What follows belongs to an exercise in optimizing a design on an open flow for a short achievable clock period and few clock cycles; a production flow would make more cautious choices. Where RTL was checked, it was by simulation tests only, not by an equivalence proof against the original. Only the layout flow was run in run 1; the RTL was not checked for function there. Power and IR drop assume default switching activity.

==> run.sh <==
#!/bin/bash
# synth_recipe.tcl (not shown) runs the flow's synth.tcl, then flattens the netlist and writes it again
# the make line also repeats each setting of config.mk as NAME=value (left out here)
make -C /OpenROAD-flow-scripts/flow DESIGN_CONFIG=/design/flow/config.mk WORK_HOME=/design/flow/orfs CLKGATE_MAP_FILE= SYNTH_SCRIPT=/design/flow/synth_recipe.tcl finish
==> config.mk <==
export PLATFORM = sky130hd
export DESIGN_NAME = multicycle_datapath
export DESIGN_NICKNAME = multicycle_datapath
export VERILOG_FILES = /design/flow/design.v
export SDC_FILE = /design/flow/constraint.sdc
export NUM_CORES = 4
export LEC_CHECK = 0
export CAP_MARGIN = 20
export CORE_MARGIN = 2
export CORE_UTILIZATION = 40
export SLEW_MARGIN = 20
==> constraint.sdc <==
create_clock -name core_clock -period 7.0 [get_ports {CLK}]
set_input_delay 1.4000 -clock core_clock [delete_from_list [all_inputs] [get_ports {CLK}]]
set_output_delay 1.4000 -clock core_clock [all_outputs]
set_load 0.01 [all_outputs]
==> design.v <==
module multicycle_datapath #(
    parameter int               WIDTH    = 32,
    parameter int               NREGS    = 32,
    parameter logic [WIDTH-1:0] RESET_PC = '0
) (
    input  logic             CLK,
    input  logic             reset,
    output logic             mem_req,
    output logic             mem_we,
    output logic [WIDTH-1:0] mem_addr,
    output logic [WIDTH-1:0] mem_wdata,
    input  logic [WIDTH-1:0] mem_rdata,
    input  logic             mem_ready,
    output logic [WIDTH-1:0] pc,
    output logic             retire,
    output logic             illegal
);
    localparam int RB = $clog2(NREGS);
    localparam logic [5:0] OP_RTYPE = 6'h00, OP_J = 6'h02, OP_BEQ = 6'h04,
                           OP_ADDI  = 6'h08, OP_LW = 6'h23, OP_SW = 6'h2B;
    localparam logic [5:0] FN_ADD = 6'h20, FN_SUB = 6'h22, FN_AND = 6'h24,
                           FN_OR  = 6'h25, FN_SLT = 6'h2A;
    function automatic logic [WIDTH-1:0] ks_add(input logic [WIDTH-1:0] a,
                                                input logic [WIDTH-1:0] b,
                                                input logic             cin);
        logic [WIDTH-1:0] g, p, gg, pp;
        g  = a & b;
        p  = a ^ b;
        gg = g;
        pp = p;
        gg[0] = g[0] | (p[0] & cin);
        for (int d = 1; d < WIDTH; d = d * 2) begin
            for (int i = WIDTH - 1; i >= d; i--) begin
                gg[i] = gg[i] | (pp[i] & gg[i-d]);
                pp[i] = pp[i] & pp[i-d];
            end
        end
        ks_add = p ^ {gg[WIDTH-2:0], cin};
    endfunction
    logic             started_reg;   
    logic             req_reg, we_reg, dph_reg;
    logic [WIDTH-1:0] addr_reg, wdata_reg;
    logic             retire_reg, illegal_reg;
    logic             r_valid;
    logic [WIDTH-1:0] r_pc4;
    logic [NREGS-1:0] r_srs, r_srt;     
    logic [RB-1:0]    r_rs, r_rt, r_wd;
    logic [15:0]      r_imm;
    logic             r_beq, r_lw, r_sw, r_addi, r_sub, r_and, r_or, r_slt, r_walu, r_wlw;
    logic             x_valid;
    logic [WIDTH-1:0] x_pc4, x_tgt, x_a, x_b, x_opb, x_imm;
    logic [RB-1:0]    x_wd;
    logic             x_beq, x_mem, x_sw, x_sub, x_and, x_or, x_slt, x_walu, x_wlw;
    logic [WIDTH-1:0] rf_reg [NREGS];
    logic [5:0]       f_op, f_fn;
    logic [RB-1:0]    f_rs, f_rt, f_rd;
    logic             f_rtype, f_addi, f_lw, f_sw, f_beq, f_j, f_legal;
    logic [WIDTH-1:0] fa4, j_tgt;
    assign f_op    = mem_rdata[31:26];
    assign f_fn    = mem_rdata[5:0];
    assign f_rs    = mem_rdata[21 +: RB];
    assign f_rt    = mem_rdata[16 +: RB];
    assign f_rd    = mem_rdata[11 +: RB];
    assign f_rtype = (f_op == OP_RTYPE) &&
                     ((f_fn == FN_ADD) || (f_fn == FN_SUB) || (f_fn == FN_AND) ||
                      (f_fn == FN_OR)  || (f_fn == FN_SLT));
    assign f_addi  = (f_op == OP_ADDI);
    assign f_lw    = (f_op == OP_LW);
    assign f_sw    = (f_op == OP_SW);
    assign f_beq   = (f_op == OP_BEQ);
    assign f_j     = (f_op == OP_J);
    assign f_legal = f_rtype || f_addi || f_lw || f_sw || f_beq || f_j;
    assign fa4     = addr_reg + WIDTH'(4);
    generate
        if (WIDTH > 28) begin : g_jump_wide
            assign j_tgt = {fa4[WIDTH-1:28], mem_rdata[25:0], 2'b00};
        end else begin : g_jump_narrow
            logic [27:0] jump_low;
            assign jump_low = {mem_rdata[25:0], 2'b00};
            assign j_tgt    = jump_low[WIDTH-1:0];
        end
    endgenerate
    logic [WIDTH-1:0] sum, alu_res, daddr;
    logic             lt, eq;
    assign sum   = ks_add(x_a, x_opb, x_sub);
    assign lt    = (x_a[WIDTH-1] ^ x_b[WIDTH-1]) ? x_a[WIDTH-1] : sum[WIDTH-1];
    assign daddr = ks_add(x_a, x_imm, 1'b0);
    assign eq    = (x_a == x_b);
    always_comb begin
        if (x_and)      alu_res = x_a & x_opb;
        else if (x_or)  alu_res = x_a | x_opb;
        else if (x_slt) alu_res = WIDTH'(lt);
        else            alu_res = sum;
    end
    logic             fwd_a, fwd_b;
    logic [WIDTH-1:0] rs_val, rt_val, rd_a, rd_b;
    always_comb begin
        rd_a = '0;
        rd_b = '0;
        for (int i = 1; i < NREGS; i++) begin
            rd_a = rd_a | ({WIDTH{r_srs[i]}} & rf_reg[i]);
            rd_b = rd_b | ({WIDTH{r_srt[i]}} & rf_reg[i]);
        end
    end
    assign fwd_a  = x_valid && x_walu && (r_rs == x_wd);
    assign fwd_b  = x_valid && x_walu && (r_rt == x_wd);
    assign rs_val = fwd_a ? alu_res : rd_a;
    assign rt_val = fwd_b ? alu_res : rd_b;
    logic fetch_hs, data_hs;
    assign fetch_hs  = req_reg && !dph_reg && mem_ready;
    assign data_hs   = dph_reg && mem_ready;
    assign mem_req   = req_reg;
    assign mem_we    = we_reg;
    assign mem_addr  = addr_reg;
    assign mem_wdata = wdata_reg;
    assign retire    = retire_reg;
    assign illegal   = illegal_reg;
    assign pc        = r_pc4;
    always_ff @(posedge CLK or negedge reset) begin
        if (!reset) begin
            started_reg <= 1'b0;
            req_reg     <= 1'b0;
            we_reg      <= 1'b0;
            dph_reg     <= 1'b0;
            addr_reg    <= RESET_PC;
            wdata_reg   <= '0;
            retire_reg  <= 1'b0;
            illegal_reg <= 1'b0;
            r_valid     <= 1'b0;
            r_pc4       <= '0;
            r_srs       <= '0;
            r_srt       <= '0;
            r_rs        <= '0;
            r_rt        <= '0;
            r_wd        <= '0;
            r_imm       <= '0;
            r_beq       <= 1'b0;
            r_lw        <= 1'b0;
            r_sw        <= 1'b0;
            r_addi      <= 1'b0;
            r_sub       <= 1'b0;
            r_and       <= 1'b0;
            r_or        <= 1'b0;
            r_slt       <= 1'b0;
            r_walu      <= 1'b0;
            r_wlw       <= 1'b0;
            x_valid     <= 1'b0;
            x_pc4       <= '0;
            x_tgt       <= '0;
            x_a         <= '0;
            x_b         <= '0;
            x_opb       <= '0;
            x_imm       <= '0;
            x_wd        <= '0;
            x_beq       <= 1'b0;
            x_mem       <= 1'b0;
            x_sw        <= 1'b0;
            x_sub       <= 1'b0;
            x_and       <= 1'b0;
            x_or        <= 1'b0;
            x_slt       <= 1'b0;
            x_walu      <= 1'b0;
            x_wlw       <= 1'b0;
        end else begin
            started_reg <= 1'b1;
            if (!started_reg) req_reg <= 1'b1;
            r_valid     <= fetch_hs;
            retire_reg  <= fetch_hs && f_legal;
            illegal_reg <= fetch_hs && !f_legal;
            if (fetch_hs) begin
                r_pc4  <= fa4;
                r_srs  <= NREGS'(1) << f_rs;
                r_srt  <= NREGS'(1) << f_rt;
                r_rs   <= f_rs;
                r_rt   <= f_rt;
                r_wd   <= f_rtype ? f_rd : f_rt;
                r_imm  <= mem_rdata[15:0];
                r_beq  <= f_beq;
                r_lw   <= f_lw;
                r_sw   <= f_sw;
                r_addi <= f_addi;
                r_sub  <= f_rtype && ((f_fn == FN_SUB) || (f_fn == FN_SLT));
                r_and  <= f_rtype && (f_fn == FN_AND);
                r_or   <= f_rtype && (f_fn == FN_OR);
                r_slt  <= f_rtype && (f_fn == FN_SLT);
                r_walu <= (f_rtype && (f_rd != '0)) || (f_addi && (f_rt != '0));
                r_wlw  <= f_lw && (f_rt != '0);
                if (f_beq || f_lw || f_sw) begin
                    req_reg <= 1'b0;
                end else begin
                    addr_reg <= f_j ? j_tgt : fa4;
                end
            end
            x_valid <= r_valid;
            if (r_valid) begin
                x_pc4  <= r_pc4;
                x_tgt  <= ks_add(r_pc4, WIDTH'($signed({r_imm, 2'b00})), 1'b0);
                x_a    <= rs_val;
                x_b    <= rt_val;
                x_opb  <= r_addi ? WIDTH'($signed(r_imm)) : (r_sub ? ~rt_val : rt_val);
                x_imm  <= WIDTH'($signed(r_imm));
                x_wd   <= r_wd;
                x_beq  <= r_beq;
                x_mem  <= r_lw || r_sw;
                x_sw   <= r_sw;
                x_sub  <= r_sub;
                x_and  <= r_and;
                x_or   <= r_or;
                x_slt  <= r_slt;
                x_walu <= r_walu;
                x_wlw  <= r_wlw;
            end
            if (x_valid && x_beq) begin
                req_reg  <= 1'b1;
                addr_reg <= eq ? x_tgt : x_pc4;
            end
            if (x_valid && x_mem) begin
                req_reg   <= 1'b1;
                dph_reg   <= 1'b1;
                we_reg    <= x_sw;
                addr_reg  <= daddr;
                wdata_reg <= x_b;
            end
            if (data_hs) begin
                dph_reg  <= 1'b0;
                we_reg   <= 1'b0;
                addr_reg <= x_pc4;
            end
        end
    end
    logic             wr_en;
    logic [WIDTH-1:0] wr_data;
    assign wr_en   = (x_valid && x_walu) || (data_hs && x_wlw);
    assign wr_data = dph_reg ? mem_rdata : alu_res;
    always_ff @(posedge CLK or negedge reset) begin
        if (!reset) begin
            for (int i = 0; i < NREGS; i++) rf_reg[i] <= '0;
        end else if (wr_en) begin
            rf_reg[x_wd] <= wr_data;
        end
    end
endmodule
==> results of run 1 <==
## report_power, final
group          switching [W]  internal, W
Sequential           0.00276       0.0103
Clock                0.00364      0.00467
Combinational        0.00794      0.00408
Total                 0.0143       0.0191
## logic make-up (layout without fill, tap and decap cells)
logic type               Yosys count  count (layout)  synth area share
AO/OA/AOI/OAI                   2681            2681             0.258
XOR/XNOR                         153             153            0.0193
adder cells (fa/ha/maj)          129             129            0.0237
buffers and inverters            767             754            0.0423
flip-flops                      1387            1387             0.501
multiplexers                     197             197            0.0302
other                              1              23         0.0000541
AND/OR/NAND/NOR                 2023            2023             0.126
## metrics by stage
| step | cell area [um^2] | total power, W | utilization |
|---|---|---|---|
| 6_report | 78500 | 0.0334 | 0.457 |
| 5_1_grt | 78500 | 0.0347 | 0.457 |
| 4_1_cts | 78300 | 0.0328 | 0.456 |
| 3_5_place_dp | 73200 | 0.0246 | 0.427 |
| 3_3_place_gp | 73200 | 0.0243 | 0.426 |
| 2_1_floorplan | 69300 | 0.0192 | - |
## per-layer routing
layer,global-route usage,vias up,share of wire
li1,-,26700,-
met1,0.460,32000,0.35
met2,0.531,5572,0.40
met3,0.166,1893,0.15
met4,0.269,32,0.092
met5,0.00861,-,0.0016
## critical path, delay by kind of cell, from the launching register on
kind            cells  cell delay (ns)
compound gates      9             3.47
flops               1             0.45
buf+inv             1             0.18
fa+ha+maj           1             0.35
simple gates        1             0.19
xor+xnor            1             0.13
## cell usage in the layout, fill, tap and decap left out, types with 40 or more instances in the layout
master              n
a222oi_1           64
ha_1              125
a22oi_1           259
clkbuf_16         153
dfrtp_2            62
mux2_2             95
a21oi_1           114
inv_1             140
dfrtp_1          1324
o211ai_1           40
a22o_1            320
and3_1             41
xor2_1             74
nand4_1           146
nor2_1            144
nand2_1          1367
o21ai_1            71
mux2i_1            82
nand3_1            77
buf_4             184
nor3_1             55
xnor2_1            79
o21ai_0          1190
a221oi_1          321
clkdlybuf4s50_1   133
clkbuf_1           41
## layout make-up
class                           count  area, um^2
Sequential cell                  1387       34800
Multi-Input combinational cell   5184       32100
Antenna cell                       22        55.1
Tap cell                         2310        2890
Timing Repair Buffer              334        3050
Fill cell                       16300       93200
Clock inverter                     55         668
Clock buffer                      223        4380
Inverter                          142         533
## final timing paths
path,from,to,slack [ns],cells past startpoint
min in group asynchronous,reset,x_a[4]$_DFFE_PN0P_,0.53,1
worst max register to register,x_a[1]$_DFFE_PN0P_,x_opb[23]$_DFFE_PN0P_,2.07,13
worst min register to register,wdata_reg[9]$_DFFE_PN0P_,wdata_reg[9]$_DFFE_PN0P_,0.48,2
worst min-delay path,wdata_reg[9]$_DFFE_PN0P_,wdata_reg[9]$_DFFE_PN0P_,0.48,2
worst max-delay path,x_a[1]$_DFFE_PN0P_,x_opb[23]$_DFFE_PN0P_,2.07,13
max in group asynchronous,reset,rf_reg[31][30]$_DFFE_PN0P_,4.87,2
==> metrics.yaml, run 1 <==
grt_overflow: 0
fin_hold_ws_ns: 0.476
synth.area.top_cells: "dfrtp_1, o21ai_0, nand2_1, a221oi_1, a22o_1"
hpwl_mm: 204
ys_seq_area_frac: 0.501
worst_setup_path_start_kind: "register"
syn_nets: 7502
drtIter0Drc: 11900
synth_cell_types: 88
place_congestion: 0.985
io_buffers: 134
finalSetupTns_ns: 0
clock_skew_ns: 0.0440
arrival_ns: 5.61
core-area_um2: 172000
yosysTopAreaCellShare: 0.501
post-route-min-period_ns: 4.93
grt_pass1_wl_mm: 475
relSlewSlack: 0.0476
synth-seq-cells: 1387
synth_common_cells: "nand2_1, dfrtp_1, o21ai_0, clkbuf_1, a221oi_1"
postCtsHoldBufs: 0
yosys.area.top_type: "dfrtp_1"
cts_buffers: 152
p_per_area_nw_per_um2: 426
period_share: 0.704
die_width_um: 420
ioPinCount: 135
die_h_um: 420
grt_max_degree: 176
routed-via-count: 66200
crit_slowest_cell: "o21ai_0"
peakVddDrop_v: 0.000384
clk_pin_slew_ns: 0.06
cp-end-kind: "register"
synthCells: 7338
largest_register_ffs: 992
outcome: "timing/DRC/antenna clean"
drive_gt1_frac: 0.101
power.leakage_nw: 33.8
cts_sinks: 1387
clock_latency_ns: 0.85
die_area_um2: 177000
rsz0062_at_grt: "false"
routed_wl_mm: 339
areaGrowthSynthToFinish_pct: 13.3
htreeDepth: 4
cp_common_cell: "o21ai_0"
initial_core_util: 0.403
yosys_warnings: 2
drv_slew: 0
yosysMostFrequentCell: "nand2_1"
hp-class: "reg2reg"
syn-cell-area_um2: 69300
yosys_most_used_dff: "dfrtp_1"
critPathMaxFanout: 5
place_inst: 9352
cts_tree: "done"
grt_pass1_vias: 61600
synth_edf_count: 0
crit_chain: "inv_1 -> ha_1 -> a211oi_1 -> o2111ai_1 -> a211o_1 -> a31oi_2 -> a21oi_2 -> nor4b_1 -> o32a_1 -> o21ai_0 -> xnor2_1 -> o211ai_1 -> o21ai_0"
cts-resized-gates: 0
post-place-ws_ns: 1.91
setup_slack_ns: 2.07
via_per_inst: 6.86
cts_max_path_buffers: 3
critPathRequiredTime_ns: 7.68
drc: 0
cts_root_buf: "clkbuf_16"
setup_viol: 0
rows: 152
antenna_found_initial: 25
worst-slew-pin-transition_ns: 1.42
fin_nets: 7365
fin_cells: 9657
async_flop_share: 1.00
globalRouteTotalUtil: 0.378
firstDrtPassIters: 10
cts_setup_buffers: 0
slowest_delay_ns: 0.73
routedWlPerCell_um: 35.1
fmax_ghz: 0.203
antenna_left: 0
critical_path_class: "reg2reg"
hold_violations: 0
synth_area_per_cell_um2: 9.44
max_cap_violations: 0
==> run 2: changes to the inputs <==
--- a/design.v
+++ b/design.v
@@ -43,4 +43,5 @@
     logic             retire_reg, illegal_reg;
     logic             r_valid;
+    logic             h_pending;         
     logic [WIDTH-1:0] r_pc4;
     logic [NREGS-1:0] r_srs, r_srt;     
@@ -49,7 +50,11 @@
     logic             r_beq, r_lw, r_sw, r_addi, r_sub, r_and, r_or, r_slt, r_walu, r_wlw;
     logic             x_valid;
-    logic [WIDTH-1:0] x_pc4, x_tgt, x_a, x_b, x_opb, x_imm;
+    logic [WIDTH-1:0] x_pc4, x_tgt, x_a, x_as, x_b, x_opb, x_imm;
     logic [RB-1:0]    x_wd;
     logic             x_beq, x_mem, x_sw, x_sub, x_and, x_or, x_slt, x_walu, x_wlw;
+    logic             x_byp_a, x_byp_b;    
+    logic             w_valid;
+    logic [WIDTH-1:0] w_res;
+    logic [RB-1:0]    w_wd;
     logic [WIDTH-1:0] rf_reg [NREGS];
     logic [5:0]       f_op, f_fn;
@@ -57,4 +62,5 @@
     logic             f_rtype, f_addi, f_lw, f_sw, f_beq, f_j, f_legal;
     logic [WIDTH-1:0] fa4, j_tgt;
+    logic             f_hold;
     assign f_op    = mem_rdata[31:26];
     assign f_fn    = mem_rdata[5:0];
@@ -72,4 +78,7 @@
     assign f_legal = f_rtype || f_addi || f_lw || f_sw || f_beq || f_j;
     assign fa4     = addr_reg + WIDTH'(4);
+    assign f_hold  = r_valid && r_walu &&
+                     ((f_rtype || f_addi || f_lw || f_sw) && (f_rs == r_wd) ||
+                      f_rtype && (f_rt == r_wd));
     generate
         if (WIDTH > 28) begin : g_jump_wide
@@ -81,10 +90,13 @@
         end
     endgenerate
-    logic [WIDTH-1:0] sum, alu_res, daddr;
+    logic [WIDTH-1:0] ea, eb, s, sum, alu_res, daddr;
     logic             lt, eq;
-    assign sum   = ks_add(x_a, x_opb, x_sub);
+    assign ea    = x_byp_a ? w_res : x_a;
+    assign eb    = x_byp_b ? w_res : x_b;
+    assign s     = ks_add(x_as, x_opb, 1'b0);
+    assign sum   = s ^ {WIDTH{x_sub}};
     assign lt    = (x_a[WIDTH-1] ^ x_b[WIDTH-1]) ? x_a[WIDTH-1] : sum[WIDTH-1];
     assign daddr = ks_add(x_a, x_imm, 1'b0);
-    assign eq    = (x_a == x_b);
+    assign eq    = (ea == eb);
     always_comb begin
         if (x_and)      alu_res = x_a & x_opb;
@@ -93,5 +105,5 @@
         else            alu_res = sum;
     end
-    logic             fwd_a, fwd_b;
+    logic             byp_a, byp_b, fwd_a, fwd_b;
     logic [WIDTH-1:0] rs_val, rt_val, rd_a, rd_b;
     always_comb begin
@@ -103,8 +115,10 @@
         end
     end
-    assign fwd_a  = x_valid && x_walu && (r_rs == x_wd);
-    assign fwd_b  = x_valid && x_walu && (r_rt == x_wd);
-    assign rs_val = fwd_a ? alu_res : rd_a;
-    assign rt_val = fwd_b ? alu_res : rd_b;
+    assign byp_a  = x_valid && x_walu && (r_rs == x_wd);
+    assign byp_b  = x_valid && x_walu && (r_rt == x_wd);
+    assign fwd_a  = w_valid && (r_rs == w_wd);
+    assign fwd_b  = w_valid && (r_rt == w_wd);
+    assign rs_val = fwd_a ? w_res : rd_a;
+    assign rt_val = fwd_b ? w_res : rd_b;
     logic fetch_hs, data_hs;
     assign fetch_hs  = req_reg && !dph_reg && mem_ready;
@@ -128,4 +142,5 @@
             illegal_reg <= 1'b0;
             r_valid     <= 1'b0;
+            h_pending   <= 1'b0;
             r_pc4       <= '0;
             r_srs       <= '0;
@@ -149,4 +164,5 @@
             x_tgt       <= '0;
             x_a         <= '0;
+            x_as        <= '0;
             x_b         <= '0;
             x_opb       <= '0;
@@ -162,8 +178,18 @@
             x_walu      <= 1'b0;
             x_wlw       <= 1'b0;
+            x_byp_a     <= 1'b0;
+            x_byp_b     <= 1'b0;
+            w_valid     <= 1'b0;
+            w_res       <= '0;
+            w_wd        <= '0;
         end else begin
             started_reg <= 1'b1;
             if (!started_reg) req_reg <= 1'b1;
-            r_valid     <= fetch_hs;
+            r_valid     <= (fetch_hs && !f_hold) || h_pending;
+            h_pending   <= fetch_hs && f_hold;
+            if (h_pending && !r_beq && !r_lw && !r_sw) begin
+                req_reg  <= 1'b1;
+                addr_reg <= r_pc4;
+            end
             retire_reg  <= fetch_hs && f_legal;
             illegal_reg <= fetch_hs && !f_legal;
@@ -186,5 +212,5 @@
                 r_walu <= (f_rtype && (f_rd != '0)) || (f_addi && (f_rt != '0));
                 r_wlw  <= f_lw && (f_rt != '0);
-                if (f_beq || f_lw || f_sw) begin
+                if (f_beq || f_lw || f_sw || f_hold) begin
                     req_reg <= 1'b0;
                 end else begin
@@ -197,6 +223,7 @@
                 x_tgt  <= ks_add(r_pc4, WIDTH'($signed({r_imm, 2'b00})), 1'b0);
                 x_a    <= rs_val;
+                x_as   <= r_sub ? ~rs_val : rs_val;
                 x_b    <= rt_val;
-                x_opb  <= r_addi ? WIDTH'($signed(r_imm)) : (r_sub ? ~rt_val : rt_val);
+                x_opb  <= r_addi ? WIDTH'($signed(r_imm)) : rt_val;
                 x_imm  <= WIDTH'($signed(r_imm));
                 x_wd   <= r_wd;
@@ -210,4 +237,11 @@
                 x_walu <= r_walu;
                 x_wlw  <= r_wlw;
+                x_byp_a <= byp_a;
+                x_byp_b <= byp_b;
+            end
+            w_valid <= x_valid && x_walu;
+            if (x_valid && x_walu) begin
+                w_res <= alu_res;
+                w_wd  <= x_wd;
             end
             if (x_valid && x_beq) begin
@@ -220,5 +254,5 @@
                 we_reg    <= x_sw;
                 addr_reg  <= daddr;
-                wdata_reg <= x_b;
+                wdata_reg <= eb;
             end
             if (data_hs) begin
@@ -231,11 +265,13 @@
     logic             wr_en;
     logic [WIDTH-1:0] wr_data;
-    assign wr_en   = (x_valid && x_walu) || (data_hs && x_wlw);
-    assign wr_data = dph_reg ? mem_rdata : alu_res;
+    logic [RB-1:0]    wr_idx;
+    assign wr_en   = w_valid || (data_hs && x_wlw);
+    assign wr_idx  = dph_reg ? x_wd : w_wd;
+    assign wr_data = dph_reg ? mem_rdata : w_res;
     always_ff @(posedge CLK or negedge reset) begin
         if (!reset) begin
             for (int i = 0; i < NREGS; i++) rf_reg[i] <= '0;
         end else if (wr_en) begin
-            rf_reg[x_wd] <= wr_data;
+            rf_reg[wr_idx] <= wr_data;
         end
     end
--- a/config.mk
+++ b/config.mk
@@ -6,6 +6,8 @@
 export NUM_CORES = 4
 export LEC_CHECK = 0
+export ABC_CLOCK_PERIOD_IN_PS = 100
 export CAP_MARGIN = 20
 export CORE_MARGIN = 2
 export CORE_UTILIZATION = 40
+export SETUP_SLACK_MARGIN = 4
 export SLEW_MARGIN = 20
==> run 2 against run 1 <==
Compared with the run above: die area grew 5.8%; setup slack gained 1.6 ns; synthesized area grew 5.8%; register-to-register slack gained 1.6 ns; critical path depth grew 1; clock-buffer cell count grew 11; sequential power shrank 15%; via count grew 9.7%; global-route usage grew 0.62 points; synthesized cell count grew 7.2%; critical endpoint is now w_res[24]$_DFFE_PN0P_; largest power group is now combinational logic.
==> metrics.yaml, run 2 <==
cp-endpoint: "w_res[24]$_DFFE_PN0P_"  # was x_opb[23]$_DFFE_PN0P_
p_total_w: 0.0318  # was 0.0334 W
synth-seq-cells: 1460  # was 1387
yosys_warnings: 2  # unchanged
max_cap_violations: 0  # unchanged
initial_core_util: 0.402  # was 0.403
grt_pass1_wl_mm: 513  # was 475 mm
fillerInstances: 16800  # was 16.3k
hpwl_mm: 208  # was 204 mm
finalSetupTns_ns: 0  # unchanged
outcome: "timing/DRC/antenna clean"  # unchanged
areaGrowthSynthToFinish_pct: 19.0  # was 13.3%
grt_overflow: 0  # unchanged
cp-end-kind: "register"  # unchanged
syn_nets: 8000  # was 7502
core-area_um2: 182000  # was 172000 um^2
cts_sinks: 1460  # was 1387
clk_pin_slew_ns: 0.06  # about the same
io_buffers: 134  # unchanged
drive_gt1_frac: 0.163  # was 0.101
largest_register_ffs: 992  # unchanged
routed-via-count: 72600  # was 66.2k
synth_common_cells: "dfrtp_1, nand2_1, o21ai_0, a21oi_1, clkbuf_1"  # was nand2_1, dfrtp_1, o21ai_0, clkbuf_1, a221oi_1
critPathRequiredTime_ns: 7.72  # was 7.68 ns
via_per_inst: 6.95  # was 6.86
p_per_area_nw_per_um2: 365  # was 426 nW/um^2
layout_commonest_cell: "dfrtp_1"  # was nand2_1
yosysMostFrequentCell: "dfrtp_1"  # was nand2_1
cts_max_path_buffers: 3  # unchanged
die_area_um2: 187000  # was 177000 um^2
yosys_most_used_dff: "dfrtp_1"  # unchanged
ys_seq_area_frac: 0.498  # was 0.501
arrival_ns: 4.02  # was 5.61 ns
clock_latency_ns: 0.84  # was 0.85 ns
fmax_ghz: 0.303  # was 0.203 GHz
post-route-min-period_ns: 3.30  # was 4.93 ns
critPathMaxFanout: 3  # was 5
fin_nets: 8038  # was 7365
grt_max_degree: 165  # was 176
relSlewSlack: 0.228  # was 0.0476
power.leakage_nw: 37.6  # was 33.8 nW
globalRouteTotalUtil: 0.384  # was 0.378
setup_viol: 0  # unchanged
worst-slew-pin-transition_ns: 1.16  # was 1.42 ns
die_h_um: 432  # was 420 um
htreeDepth: 4  # unchanged
antenna_left: 0  # unchanged
synthCells: 7870  # was 7338
crit_start: "x_opb[0]$_DFFE_PN0P_"  # was x_a[1]$_DFFE_PN0P_
placed_cell_area_um2: 77300  # was 73200 um^2
drc: 0  # unchanged
drv_slew: 0  # unchanged
layout_common_cells: "dfrtp_1, nand2_1, o21ai_0"  # was nand2_1, dfrtp_1, o21ai_0
synth_edf_count: 0  # unchanged
synth_area_per_cell_um2: 9.31  # was 9.44 um^2
routedWlPerCell_um: 35.4  # was 35.1 um
critical_path_class: "reg2reg"  # unchanged
yosysTopAreaCellShare: 0.498  # was 0.501
rsz0062_at_grt: "true"  # was false
reg2reg_slack_ns: 3.70  # was 2.07 ns
hold_violations: 0  # unchanged
drtIter0Drc: 14100  # was 11.9k
place_congestion: 0.977  # was 0.985
die_width_um: 432  # was 420 um
routed_wl_mm: 370  # was 339 mm
firstDrtPassIters: 11  # was 10
async_flop_share: 1.00  # unchanged
r2r_end: "w_res[24]$_DFFE_PN0P_"  # was x_opb[23]$_DFFE_PN0P_
postCtsHoldBufs: 0  # unchanged
ioPinCount: 135  # unchanged
post-route-cell-area_um2: 87200  # was 78500 um^2
worst_setup_path_start_kind: "register"  # unchanged
yosys.area.top_type: "dfrtp_1"  # unchanged
synth_cell_types: 74  # was 88
synth.area.top_cells: "dfrtp_1, o21ai_0, nand2_1, a21oi_1, a22oi_1"  # was dfrtp_1, o21ai_0, nand2_1, a221oi_1, a22o_1
cts_root_buf: "clkbuf_16"  # unchanged
syn-cell-area_um2: 73300  # was 69300 um^2
grt_pass1_vias: 66600  # was 61.6k
cts_tree: "done"  # unchanged
cts_buffers: 162  # was 152
rows: 157  # was 152
peakVddDrop_v: 0.000341  # was 0.000384 V
hp-class: "in2async"  # was reg2reg
period_share: 0.472  # was 0.704
antenna_found_initial: 19  # was 25
r2r_start: "x_opb[0]$_DFFE_PN0P_"  # was x_a[1]$_DFFE_PN0P_
r2r_cells: 14  # was 13
clock_skew_ns: 0.0387  # was 0.0440 ns
[run 2: changes by cell type in the layout (fill, tap and decap cells not counted), moves of 64 or more]
cell	change
a21oi_1	+546
a22o_1	-64
a22oi_1	+133
buf_4	+109
clkdlybuf4s50_1	-122
dlygate4sd2_1	+78
inv_1	-86
nand2_1	-299
nor2_1	+441
o21ai_0	-318
xnor2_1	+121
[run 2: how the worst min path moves through the flow]
stage / to / from
after floorplan: x_valid$_DFF_PN0_ / r_valid$_DFF_PN0_
after global placement: x_tgt[12]$_DFFE_PN0P_ / x_tgt[12]$_DFFE_PN0P_
after detailed placement: wdata_reg[13]$_DFFE_PN0P_ / wdata_reg[13]$_DFFE_PN0P_
after CTS: rf_reg[20][1]$_DFFE_PN0P_ / reset
after global routing: rf_reg[31][6]$_DFFE_PN0P_ / reset
final: rf_reg[31][6]$_DFFE_PN0P_ / reset
[run 2: worst max-delay path, cell delays in order (launching register included)]
cell and delay [ns]:
dfrtp_1 0.40, ha_2 0.19, fa_2 0.37, a21o_1 0.21, a31oi_4 0.20, nor3_2 0.07, or2_4 0.27, a221o_1 0.34
a221o_1 0.42, buf_4 0.16, buf_6 0.11, a21oi_4 0.15, o21a_1 0.14, o31a_1 0.12, nand2_1 0.05
[run 2: logic make-up (layout without fill, tap and decap cells)]
logic type               Yosys count  count (layout)  synth area share
XOR/XNOR                         288             288            0.0344
adder cells (fa/ha/maj)           95              95            0.0165
buffers and inverters            749             902            0.0386
AO/OA/AOI/OAI                   2820            2820             0.246
AND/OR/NAND/NOR                 2178            2195             0.126
flip-flops                      1460            1460             0.498
other                              1              25         0.0000512
multiplexers                     279             279            0.0407
[run 2: what timing repair did]
item                                    4_1_cts  5_1_grt
endpoints found under the hold margin         0        0
gates resized for setup                     552      254
setup buffers                               132       71
cloned                                       18        4
pin swaps                                    91      103
endpoints found under the setup margin     1166      823
[run 2: layer usage]
layer / global-route usage / up-vias / share of wire
met3: 0.163 / 1977 / 0.16
met2: 0.516 / 6562 / 0.39
li1: - / 28800 / -
met4: 0.266 / 10 / 0.092
met5: 0.00651 / - / 0.00019
met1: 0.495 / 35300 / 0.36
[run 2: layout make-up]
| class | instances | area (um^2) | area share |
|---|---|---|---|
| diodes | 24 | 60.1 | 0.000689 |
| well taps | 2385 | 2980 | 0.0342 |
| repair buffers | 548 | 5320 | 0.0610 |
| flip-flops and latches | 1460 | 36800 | 0.422 |
| clock inverters | 62 | 875 | 0.0100 |
| clock buffers | 234 | 4700 | 0.0539 |
| inverters | 58 | 218 | 0.00250 |
| multi-input cells | 5678 | 36200 | 0.416 |
[run 2: power by group]
group          switching (W)  total (W)  internal, W
sequential           0.00170     0.0112      0.00952
combinational        0.00696     0.0115      0.00457
clock                0.00386    0.00907      0.00522
total                 0.0125     0.0318       0.0193
[run 2: through the flow]
step,util,std cells,hold slack (ns),worst slack (ns)
3_3_place_gp,0.423,9898,0.467,1.92
5_1_grt,0.477,10400,0.489,3.61
4_1_cts,0.468,10300,0.453,3.70
3_5_place_dp,0.424,9903,0.471,1.93
6_report,0.478,10400,0.464,3.70
2_1_floorplan,-,7870,0.372,3.52
Testbench counts of run 2, summed over its fixed seeds: cycles 37,289.
==> run 3: changes to the inputs <==
--- a/design.v
+++ b/design.v
@@ -99,9 +99,11 @@
     assign daddr = ks_add(x_a, x_imm, 1'b0);
     assign eq    = (ea == eb);
+    logic [WIDTH-1:0] lres;
+    logic             x_arith;
+    assign x_arith = !(x_and || x_or || x_slt);
+    assign lres    = ({WIDTH{x_and}} & (x_a & x_opb)) | ({WIDTH{x_or}} & (x_a | x_opb));
     always_comb begin
-        if (x_and)      alu_res = x_a & x_opb;
-        else if (x_or)  alu_res = x_a | x_opb;
-        else if (x_slt) alu_res = WIDTH'(lt);
-        else            alu_res = sum;
+        alu_res    = ({WIDTH{x_arith}} & sum) | lres;
+        alu_res[0] = (x_arith & sum[0]) | (x_slt & lt) | lres[0];
     end
     logic             byp_a, byp_b, fwd_a, fwd_b;
@@ -219,30 +221,28 @@
             end
             x_valid <= r_valid;
+            x_tgt   <= ks_add(r_pc4, WIDTH'($signed({r_imm, 2'b00})), 1'b0);
+            x_a     <= rs_val;
+            x_as    <= r_sub ? ~rs_val : rs_val;
+            x_b     <= rt_val;
+            x_opb   <= r_addi ? WIDTH'($signed(r_imm)) : rt_val;
+            x_imm   <= WIDTH'($signed(r_imm));
+            x_sub   <= r_sub;
+            x_and   <= r_and;
+            x_or    <= r_or;
+            x_slt   <= r_slt;
+            x_byp_a <= byp_a;
+            x_byp_b <= byp_b;
             if (r_valid) begin
                 x_pc4  <= r_pc4;
-                x_tgt  <= ks_add(r_pc4, WIDTH'($signed({r_imm, 2'b00})), 1'b0);
-                x_a    <= rs_val;
-                x_as   <= r_sub ? ~rs_val : rs_val;
-                x_b    <= rt_val;
-                x_opb  <= r_addi ? WIDTH'($signed(r_imm)) : rt_val;
-                x_imm  <= WIDTH'($signed(r_imm));
                 x_wd   <= r_wd;
                 x_beq  <= r_beq;
                 x_mem  <= r_lw || r_sw;
                 x_sw   <= r_sw;
-                x_sub  <= r_sub;
-                x_and  <= r_and;
-                x_or   <= r_or;
-                x_slt  <= r_slt;
                 x_walu <= r_walu;
                 x_wlw  <= r_wlw;
-                x_byp_a <= byp_a;
-                x_byp_b <= byp_b;
             end
             w_valid <= x_valid && x_walu;
-            if (x_valid && x_walu) begin
-                w_res <= alu_res;
-                w_wd  <= x_wd;
-            end
+            w_res   <= alu_res;
+            if (x_valid && x_walu) w_wd <= x_wd;
             if (x_valid && x_beq) begin
                 req_reg  <= 1'b1;
--- a/config.mk
+++ b/config.mk
@@ -10,4 +10,4 @@
 export CORE_MARGIN = 2
 export CORE_UTILIZATION = 40
-export SETUP_SLACK_MARGIN = 4
+export SETUP_SLACK_MARGIN = 4.5
 export SLEW_MARGIN = 20
==> run 3 against run 2 <==
Compared with the run above: critical path type unchanged; global-route usage up 2.0 points; sequential power up about 20%; highest routed layer unchanged; sequential share of layout area down 1.6 points.
==> metrics.yaml, run 3 <==
hpwl_mm: 199  # was 208 mm
layout_common_cells: "dfrtp_1, nand2_1, o21ai_0"  # unchanged
yosysMostFrequentCell: "dfrtp_1"  # unchanged
r2r_end: "addr_reg[19]$_DFF_PN0_"  # was w_res[24]$_DFFE_PN0P_
routed-via-count: 72200  # was 72.6k
die_h_um: 426  # was 432 um
routed_wl_mm: 386  # was 370 mm
clock_skew_ns: 0.0349  # was 0.0387 ns
synth_edf_count: 0  # unchanged
critPathMaxFanout: 7  # was 3
critical_path_class: "reg2reg"  # unchanged
yosys.area.top_type: "dfrtp_1"  # unchanged
worst_setup_path_start_kind: "register"  # unchanged
die_area_um2: 181000  # was 187000 um^2
synthCells: 7492  # was 7870
async_flop_share: 1.00  # unchanged
setup_slack_ns: 3.95  # was 3.70 ns
reg2reg_slack_ns: 3.95  # was 3.70 ns
antenna_found_initial: 23  # was 19
met2WireLength_mm: 151  # was 144 mm
drive_gt1_frac: 0.231  # was 0.163
synth_common_cells: "dfrtp_1, nand2_1, o21ai_0, clkbuf_1, a21oi_1"  # was dfrtp_1, nand2_1, o21ai_0, a21oi_1, clkbuf_1
firstDrtPassIters: 17  # was 11
yosys_most_used_dff: "dfrtp_1"  # unchanged
clk_pin_slew_ns: 0.06  # about the same
layout_commonest_cell: "dfrtp_1"  # unchanged
cts_max_path_buffers: 3  # unchanged
post-route-min-period_ns: 3.05  # was 3.30 ns
synth_cell_types: 77  # was 74
top_layer: "met5"  # unchanged
hold_depth: 0
worstHoldStart: "r_slt$_DFFE_PN0P_"
fin_nets: 7972  # was 8038
hp-class: "reg2reg"  # was in2async
initial_core_util: 0.403  # was 0.402
rows: 154  # was 157
cts_sinks: 1462  # was 1460
wl_met3_mm: 62.2  # was 57.7 mm
die_width_um: 426  # was 432 um
p_per_area_nw_per_um2: 404  # was 365 nW/um^2
postCtsHoldBufs: 0  # unchanged
cts_tree: "done"  # unchanged
largest_register_ffs: 992  # unchanged
ioPinCount: 135  # unchanged
outcome: "timing/DRC/antenna clean"  # unchanged
rsz0062_at_grt: "true"  # unchanged
core-area_um2: 176000  # was 182000 um^2
relSlewSlack: 0.305  # was 0.228
synth.area.top_cells: "dfrtp_1, o21ai_0, nand2_1, a22oi_1, a21oi_1"  # was dfrtp_1, o21ai_0, nand2_1, a21oi_1, a22oi_1
drtIter0Drc: 13500  # was 14.1k
cp-end-kind: "register"  # unchanged
drv_slew: 0  # unchanged
cts_buffers: 161  # was 162
routedWlPerCell_um: 37.3  # was 35.4 um
areaGrowthSynthToFinish_pct: 27.5  # was 19.0%
worst-slew-pin-transition_ns: 1.04  # was 1.16 ns
finalSetupTns_ns: 0  # unchanged
globalRouteTotalUtil: 0.405  # was 0.384
r2r_start: "x_a[4]$_DFF_PN0_"  # was x_opb[0]$_DFFE_PN0P_
place_congestion: 0.957  # was 0.977
yosysTopAreaCellShare: 0.514  # was 0.498
arrival_ns: 3.80  # was 4.02 ns
post-place-ws_ns: 1.94  # was 1.93 ns
antenna_left: 0  # unchanged
hold_violations: 0  # unchanged
max_cap_violations: 0  # unchanged
period_share: 0.436  # was 0.472
grt_pass1_wl_mm: 517  # was 513 mm
clock_latency_ns: 0.87  # was 0.84 ns
fillerInstances: 15700  # was 16.8k
setup_viol: 0  # unchanged
synth_area_per_cell_um2: 9.50  # was 9.31 um^2
cts_root_buf: "clkbuf_16"  # unchanged
min_to: "x_slt$_DFF_PN0_"
power.leakage_nw: 39.8  # was 37.6 nW
r2r_cells: 12  # was 14
wl_met1_mm: 129  # was 134 mm
io_buffers: 134  # unchanged
drc: 0  # unchanged
peakVddDrop_v: 0.000289  # was 0.000341 V
critPathRequiredTime_ns: 7.74  # was 7.72 ns
ys_seq_area_frac: 0.514  # was 0.498
fmax_ghz: 0.328  # was 0.303 GHz
syn_nets: 7622  # was 8000
grt_max_degree: 159  # was 165
grt_pass1_vias: 65800  # was 66.6k
syn-cell-area_um2: 71200  # was 73300 um^2
grt_overflow: 0  # unchanged
via_per_inst: 6.98  # was 6.95
synth-seq-cells: 1462  # was 1460
yosys_warnings: 2  # unchanged
htreeDepth: 4  # unchanged
run 3: changes by cell type in the layout (fill, tap and decap cells not counted), sizes merged, moves of 20 or more:
cell	delta
mux2i	-22
buf	+366
xor2	+66
a22oi	+23
nor2	-27
mux2	-81
xnor2	-68
nand3	+24
clkdlybuf4s15	-20
nand2	-91
dlygate4sd2	-72
o21ai	-65
a21oi	-111
a21o	+47
run 3: worst max-delay path, stage by stage, from the launching register on:
cell and delay [ns]:
dfrtp_2 0.50, xnor2_1 0.30, nand4_1 0.14, or4_4 0.51, o22ai_4 0.17, a31oi_4 0.11
nor3_4 0.17, buf_6 0.15, buf_12 0.15, buf_12 0.12, mux2i_1 0.20, a211oi_1 0.10
a221o_1 0.28
run 3: per-layer routing:
layer,vias up,GRT usage
li1,28100,-
met1,34800,0.476
met2,6787,0.551
met3,2523,0.199
met4,50,0.332
met5,-,0.0156
run 3: worst max path at each step:
stage                      from                      to  slack [ns]  cells past startpoint
6_report       x_a[4]$_DFF_PN0_  addr_reg[19]$_DFF_PN0_        3.95                     12
5_1_grt        x_a[4]$_DFF_PN0_  addr_reg[28]$_DFF_PN0_        3.87                     12
4_1_cts        x_a[4]$_DFF_PN0_  addr_reg[31]$_DFF_PN0_        3.97                     11
3_5_place_dp       mem_rdata[2]  addr_reg[31]$_DFF_PN0_        1.94                     11
3_3_place_gp       mem_rdata[2]  addr_reg[31]$_DFF_PN0_        1.96                     11
2_1_floorplan     mem_rdata[26]  addr_reg[31]$_DFF_PN0_        3.28                     10
run 3: where the power goes:
| group | leakage, nW | switching (W) | internal (W) |
|---|---|---|---|
| logic | 17.4 | 0.00820 | 0.00549 |
| clock network | 2.87 | 0.00397 | 0.00561 |
| registers | 19.5 | 0.00265 | 0.0108 |
run 3: what timing repair did:
action	in CTS	in global routing
gates resized for setup	1203	374
pin swaps	206	211
endpoints found under the setup margin	1415	625
gates cloned	27	17
setup buffers	311	185
run 3: final cells by class:
cell class / count / area [um^2] / share of cell area
flip-flops and latches: 1462 / 36900 / 0.406
multi-input cells: 5335 / 35600 / 0.392
repair buffers: 830 / 9230 / 0.102
clock buffers: 216 / 4590 / 0.0505
well taps: 2340 / 2930 / 0.0322
clock inverters: 85 / 1300 / 0.0143
inverters: 52 / 198 / 0.00218
diodes: 21 / 52.6 / 0.000579
run 3: metrics by stage:
step	total power [W]	hold slack (ns)	util	instance area, um^2	std cells
finish	0.0367	0.396	0.514	90800	10300
global route	0.0377	0.393	0.514	90700	10300
CTS	0.0349	0.388	0.493	87000	10100
detailed placement	0.0234	0.383	0.427	75400	9477
global placement	0.0232	0.376	0.427	75300	9475
floorplan	0.0188	0.352	-	72500	7492
run 3: kinds of logic (layout without fill, tap and decap cells):
family	Yosys count	in the layout	share of synthesized area
simple gates	2064	2087	0.124
flops	1462	1462	0.514
other cells	1	22	0.0000527
buf+inv	718	1183	0.0386
compound gates	2690	2690	0.246
xor+xnor	286	286	0.0352
fa+ha+maj	95	95	0.0170
mux	176	176	0.0259
Testbench counts of run 3, summed over its fixed seeds: cycles 37,289.

## re-timing with driven ports
Ports are ideal in the flow. The routed layouts listed here were re-timed in OpenROAD. Step 1: set_driving_cell puts a clkbuf_16 on CLK and a buf_2 on each other input, an assumption about the parent block. Step 2, shift: input delay + t, output delay - t, t = (earliest + latest rising clock arrival at the registers) / 2. This alone moves slack from input paths to output paths. a / b / c = ideal / step 1 / step 2; a / b = the first two.
run | t, ns | setup slack, ns | worst setup path at the end | worst register clock-pin slew, ns
run 1 | 0.920 | 2.069 / 2.069 / 1.838 | input to register | 0.07 / 0.07
run 2 | 0.914 | 3.696 / 3.696 / 2.916 | input to register | 0.07 / 0.07
run 3 | 0.958 | 3.947 / 3.947 / 3.114 | input to register | 0.07 / 0.07
After both steps every run listed still meets setup and hold. For run 3, which loses most, drivers alone change the setup slack by 0.000 ns; drivers and shift together by -0.833 ns.
